Context: an optimization exercise on an open-source flow, tuned for small area, a short achievable clock period and few clock cycles per item. The choices shown serve that exercise and are no tape-out recipe. RTL that was checked went through simulation tests only; none was proved equivalent to the original.

==> v27 <==
## icache_top
module icache_top #(
	parameter int OFFSET_W = icache_pkg::OFFSET_W,
	parameter int INDEX_W  = icache_pkg::INDEX_W,
	parameter int TAG_W    = icache_pkg::ADDR_W - INDEX_W - OFFSET_W
) (
	input  logic                  clock_i,
	input  logic                  rst_n_i,
	input  logic                  fetch_i,
	input  icache_pkg::addr_t     fetch_addr_i,
	input  logic                  flush_i,
	output logic                  instr_valid_o,
	output icache_pkg::word_t     instr_o,
	output icache_pkg::addr_t     instr_addr_o,
	output logic                  miss_o,
	output logic                  mem_req_o,
	output icache_pkg::addr_t     mem_line_addr_o,
	input  logic                  mem_rvalid_i,
	input  icache_pkg::word_t     mem_rdata_i
);
Settings: LEC_CHECK=0, CAP_MARGIN=20, CORE_MARGIN=2, CORE_UTILIZATION=60, SETUP_SLACK_MARGIN=1.9, SLEW_MARGIN=20, SYNTH_HIERARCHICAL=1, SYNTH_MINIMUM_KEEP_SIZE=0; clock period 4.0 ns.
standard.sh (not shown) runs the stock make flow with config.mk's settings and CLKGATE_MAP_FILE= SYNTH_SCRIPT=/design/flow/synth_recipe.tcl, a recipe that flattens the netlist after the stock synthesis.
==> flow/flow/run.sh <==
#!/bin/bash
# own flow: the standard layout, with port buffers of a plain buffer cell
set -o pipefail
cp standard.sh standard.sh.txt 2>/dev/null
cp config.mk config.mk.txt
export BUFFER_PORTS_ARGS="-buffer_cell sky130_fd_sc_hd__buf_2"
export ADDER_MAP_FILE=
bash standard.sh > standard.log 2>&1
==> v35 (differences from v27) <==
==> flow/design.v (replaced) <==
package icache_pkg;
	localparam int OFFSET_W = 4;
	localparam int INDEX_W  = 4;
	localparam int ADDR_W   = 32;
	localparam int TAG_W    = ADDR_W - INDEX_W - OFFSET_W;
	typedef logic [ADDR_W-1:0]   addr_t;
	typedef logic [TAG_W-1:0]    tag_t;
	typedef logic [INDEX_W-1:0]  index_t;
	typedef logic [OFFSET_W-1:0] offset_t;
	typedef logic [31:0]         word_t;
	typedef struct packed {
		tag_t    tag;
		index_t  index;
		offset_t offset;
	} fetch_addr_t;
	typedef struct packed {
		logic valid;
		tag_t tag;
	} tag_entry_t;
	typedef enum logic [1:0] {
		REFILL_IDLE,
		REFILL_REQUEST,
		REFILL_COLLECT,
		REFILL_COMMIT
	} refill_state_t;
endpackage
module icache_lookup #(
	parameter int W = 1
) (
	input  logic         sel_i,
	input  logic [W-1:0] a_i,
	input  logic [W-1:0] b_i,
	output logic [W-1:0] y_o
);
	assign y_o = sel_i ? b_i : a_i;
endmodule
module icache_hit_check #(
	parameter int NW = 5
) (
	input  logic [29:0]   addr_i,
	input  logic [29:0]   head_i,
	input  logic [NW-1:0] count_i,
	output logic          seq_o
);
	logic [29:0] b;
	logic [29:0] cr;
	logic [29:0] co;
	assign b     = {{(30-NW){1'b0}}, count_i};
	assign cr    = head_i ^ b ^ addr_i;
	assign co    = (head_i & b) | (head_i & cr) | (b & cr);
	assign seq_o = cr == {co[28:0], 1'b0};
endmodule
module icache_top #(
	parameter int OFFSET_W = icache_pkg::OFFSET_W,
	parameter int INDEX_W  = icache_pkg::INDEX_W,
	parameter int TAG_W    = icache_pkg::ADDR_W - INDEX_W - OFFSET_W
) (
	input  logic                  clock_i,
	input  logic                  rst_n_i,
	input  logic                  fetch_i,
	input  icache_pkg::addr_t     fetch_addr_i,
	input  logic                  flush_i,
	output logic                  instr_valid_o,
	output icache_pkg::word_t     instr_o,
	output icache_pkg::addr_t     instr_addr_o,
	output logic                  miss_o,
	output logic                  mem_req_o,
	output icache_pkg::addr_t     mem_line_addr_o,
	input  logic                  mem_rvalid_i,
	input  icache_pkg::word_t     mem_rdata_i
);
	localparam int CAP = 31;
	localparam int LOW = 4;
	logic [4:0]     n_q;      
	logic           busy_q;   
	logic           lm_q;     
	logic           miss_q;
	logic           rdy_q;    
	logic           ireq_q;   
	logic           ereq_q;   
	logic [29:0]    h_q;      
	logic [1:0]     wc_q;     
	logic [LOW-1:0] ml_q;     
	logic           seq;
	logic           nz;
	logic           acc;
	logic           start;
	logic           deliver;
	logic           endw;
	logic           req;
	logic           lost;
	logic           clr;
	logic [24:0]    pm;
	logic [29:0]    h_inc;
	logic [4:0]     n_inc;
	logic [4:0]     n_dec;
	logic           busy_d;
	logic           lm_d;
	logic [29:0]    h_d;
	logic [1:0]     wc_d;
	logic [4:0]     n_d    [2];
	logic           nz_d   [2];
	logic           rdy_d  [2];
	logic           miss_d [2];
	logic           ireq_d [2];
	logic           ereq_d [2];
	for (genvar g = 0; g < 25; g++)
	begin : g_pm
		if (g == 0)
		begin : g_lsb
			assign pm[g] = 1'b1;
		end
		else
		begin : g_bit
			assign pm[g] = &h_q[g+4:5];
		end
	end
	assign h_inc  = {h_q[29:5] ^ (pm & {25{&h_q[4:0]}}), h_q[4:0] + 5'd1};
	icache_hit_check #(.NW(5)) i_seq (
		.addr_i  (fetch_addr_i[31:2]),
		.head_i  (h_q),
		.count_i (n_q),
		.seq_o   (seq)
	);
	assign n_inc = n_q + 5'd1;
	assign n_dec = n_q - 5'd1;
	assign nz      = n_q != '0;
	assign acc     = fetch_i && !miss_q && !flush_i;
	assign start   = acc && !nz;
	assign deliver = mem_rvalid_i && rdy_q;
	assign endw    = mem_rvalid_i && (wc_q == 2'd3);
	assign req     = ireq_q || (mem_rvalid_i && ereq_q);
	assign lost    = endw && lm_q && nz && !rdy_q;
	assign clr     = flush_i || lost;
	assign busy_d = req || (busy_q && !endw);
	assign lm_d   = !start && (req || (lm_q && !endw));
	assign h_d    = start ? fetch_addr_i[31:2] : (deliver ? h_inc : h_q);
	assign wc_d   = req ? 2'd0 : (mem_rvalid_i ? wc_q + 2'd1 : wc_q);
	logic n_ge2;
	logic n_ge3;
	logic n_eq30;
	logic m_d;
	logic wrap_d;
	assign n_ge2  = n_q > 5'd1;
	assign n_ge3  = n_q > 5'd2;
	assign n_eq30 = n_q == 5'(CAP - 1);
	always_comb
	begin
		if (deliver)
		begin
			m_d = 1'b1;
		end
		else if (req)
		begin
			m_d = h_q[1:0] == 2'd0;
		end
		else if (mem_rvalid_i)
		begin
			m_d = h_q[1:0] == wc_q + 2'd1;
		end
		else
		begin
			m_d = h_q[1:0] == wc_q;
		end
	end
	assign wrap_d = start ? (&fetch_addr_i[LOW+3:4])
		: (deliver ? (&h_inc[LOW+1:2]) : (&h_q[LOW+1:2]));
	for (genvar s = 0; s < 2; s++)
	begin : g_seq
		logic good;
		logic bad;
		logic gt1_d;
		assign good = acc && (!nz || (s == 1));
		assign bad  = acc && nz && (s == 0);
		always_comb
		begin
			n_d[s] = n_q;
			if (clr)
			begin
				n_d[s] = '0;
			end
			else if (good && !deliver)
			begin
				n_d[s] = n_inc;
			end
			else if (deliver && !good)
			begin
				n_d[s] = n_dec;
			end
		end
		assign nz_d[s] = !clr && (good || (deliver ? n_ge2 : nz));
		assign gt1_d   = !clr && (good ? (deliver ? n_ge2 : nz) : (deliver ? n_ge3 : n_ge2));
		assign rdy_d[s] = busy_d && lm_d && nz_d[s] && m_d;
		assign miss_d[s] = !flush_i && (miss_q ? nz_d[s]
			: (bad || lost || (!clr && good && !deliver && n_eq30)));
		assign ireq_d[s] = !busy_d && nz_d[s];
		assign ereq_d[s] = busy_d && (wc_d == 2'd3) && (lm_d
			? (rdy_d[s] && gt1_d && !wrap_d)
			: nz_d[s]);
	end
	logic [8:0] ctl_pick;
	icache_lookup #(.W(9)) i_pick_ctl (
		.sel_i (seq),
		.a_i   ({n_d[0], miss_d[0], rdy_d[0], ireq_d[0], ereq_d[0]}),
		.b_i   ({n_d[1], miss_d[1], rdy_d[1], ireq_d[1], ereq_d[1]}),
		.y_o   (ctl_pick)
	);
	assign mem_req_o       = req;
	assign mem_line_addr_o = {h_q[29:LOW+2], ml_q, 4'b0000};
	assign instr_valid_o   = deliver;
	assign instr_o         = mem_rdata_i;
	assign instr_addr_o    = {h_q, 2'b00};
	assign miss_o          = miss_q;
	always_ff @(posedge clock_i or negedge rst_n_i)
	begin
		if (!rst_n_i)
		begin
			n_q    <= '0;
			busy_q <= 1'b0;
			lm_q   <= 1'b0;
			miss_q <= 1'b0;
			rdy_q  <= 1'b0;
			ireq_q <= 1'b0;
			ereq_q <= 1'b0;
		end
		else
		begin
			{n_q, miss_q, rdy_q, ireq_q, ereq_q} <= ctl_pick;
			busy_q <= busy_d;
			lm_q   <= lm_d;
		end
	end
	always_ff @(posedge clock_i)
	begin
		h_q  <= h_d;
		wc_q <= wc_d;
		ml_q <= h_d[LOW+1:2] + LOW'(lm_d);
	end
endmodule
Settings changed: CORE_UTILIZATION 60 to 40, SETUP_SLACK_MARGIN 1.9 to 1.2.
==> v28 (differences from v27) <==
--- a/flow/design.v
+++ b/flow/design.v
@@ -77,21 +77,20 @@
 	output icache_pkg::addr_t     mem_line_addr_o,
 	input  logic                  mem_rvalid_i,
 	input  icache_pkg::word_t     mem_rdata_i
 );
 	localparam int CAP = 31;
-	localparam int LOW = 5;
+	localparam int LOW = 4;
 	logic [4:0]     n_q;      
 	logic           busy_q;   
 	logic           lm_q;     
 	logic           miss_q;
 	logic           rdy_q;    
 	logic           ireq_q;   
 	logic           ereq_q;   
 	logic [29:0]    h_q;      
 	logic [1:0]     wc_q;     
-	logic [LOW-1:0] ml_q;     
 	logic [LOW+1:0] el_q;     
 	logic           xb_q;     
 	logic           seq;
 	logic           nz;
 	logic           acc;
@@ -229,11 +228,11 @@
 	icache_data_read i_valid_o (
 		.rvalid_i (mem_rvalid_i),
 		.rdy_i    (rdy_q),
 		.valid_o  (instr_valid_o)
 	);
-	assign mem_line_addr_o = {h_q[29:LOW+2], ml_q, 4'b0000};
+	assign mem_line_addr_o = {h_q[29:LOW+2], h_q[LOW+1:2] + LOW'(lm_q), 4'b0000};
 	assign instr_o         = mem_rdata_i;
 	assign instr_addr_o    = {h_q, 2'b00};
 	assign miss_o          = miss_q;
 	always_ff @(posedge clock_i or negedge rst_n_i)
 	begin
@@ -260,10 +259,9 @@
 	end
 	always_ff @(posedge clock_i)
 	begin
 		h_q  <= h_d;
 		wc_q <= wc_d;
-		ml_q <= h_d[LOW+1:2] + LOW'(lm_d);
 		el_q <= el_d;
 		xb_q <= xb_d;
 	end
 endmodule
==> flow/flow/run.sh (replaced) <==
#!/bin/bash
# own flow: the standard layout, with port buffers of a plain buffer cell,
# no adder cells in synthesis, and a strong buffer on the memory's
# word-valid input
set -o pipefail
cp standard.sh standard.sh.txt 2>/dev/null
cp config.mk config.mk.txt
export BUFFER_PORTS_ARGS="-buffer_cell sky130_fd_sc_hd__buf_1"
export ADDER_MAP_FILE=
export POST_GLOBAL_PLACE_TCL="$PWD/flow/post_gpl.tcl"
bash standard.sh > standard.log 2>&1
==> flow/flow/post_gpl.tcl (new file) <==
# The memory's word-valid input reaches two outputs through one gate each:
# give its port buffer the drive for its fanout, so that no extra buffer
# sits on those input-to-output paths.
foreach port {mem_rvalid_i} {
  set net [get_nets -of_objects [get_ports $port]]
  foreach pin [get_pins -of_objects $net] {
    set inst [get_cells -of_objects $pin]
    set ref [get_property $inst ref_name]
    puts "post_gpl: $port drives [get_full_name $inst] ($ref)"
    if { [string match "sky130_fd_sc_hd__buf_*" $ref] } {
      replace_cell $inst sky130_fd_sc_hd__buf_8
      puts "post_gpl: [get_full_name $inst] now sky130_fd_sc_hd__buf_8"
    }
  }
}
==> flow_metrics.env <==
export IMPL_status="no timing/DRC/antenna violations"
export IMPL_switchingPower_w=0.000489
export IMPL_final_seq_area_mm2=0.00143
export IMPL_grt_setup_unrepaired="no"
export IMPL_power_leader="sequential cells"
export IMPL_die_y_um=79.4
export IMPL_finalClockSkew_ns=0.00723
the above is filed under v27

==> flow_metrics.env <==
export IMPL_die_y_um=77.4
export IMPL_synth_simple_area_share=0.140
export IMPL_syn_avg_cell_area_um2=9.97
export IMPL_haltStage="global placement"
export IMPL_status="did not finish"
export IMPL_run_stop_error="[ERROR STA-0100] unsupported object type Port."
the above is filed under v28

==> flow_metrics.env <==
export IMPL_switchingPower_w=0.000548
export IMPL_final_seq_area_mm2=0.00126
export IMPL_grt_setup_unrepaired="no"
export IMPL_status="no timing/DRC/antenna violations"
export IMPL_finalClockSkew_ns=0.00818
the above is filed under v35

Testbench counts of v35, summed over its fixed seeds: cycles 71,895, items 32,000.
Testbench counts of v28, summed over its fixed seeds: cycles 72,333, items 32,000.
No functional check of the RTL was part of v27.

-- what the ideal ports hide --
No port has a modelled driver above. Below, the same layouts with a new extraction and two added sets of constraints. Step 1 sets driving cells, clkbuf_16 on the clock port and buf_2 on the other inputs (assumed; they add their load-dependent delay and slew). Step 2 adds t to the input delays and takes it off the output delays; t is the mean of the earliest and latest rising clock arrival at the registers after step 1. Input paths then give back, and output paths get back, about the clock's delay inside the block. Slacks: ideal ports / drivers / drivers and shift; pairs: ideal ports / drivers.
| run | t (ns) | setup WS [ns] | slew at the worst register clock pin (ns) |
|---|---|---|---|
| v27 | 0.325 | 1.957 / 1.926 / 1.687 | 0.10 / 0.10 |
| v35 | 0.338 | 1.334 / 1.333 / 0.995 | 0.10 / 0.10 |
After both steps every run listed still meets setup and hold. The setup slack of v35, which loses most, moves by -0.001 ns with the drivers and by -0.339 ns with both steps.
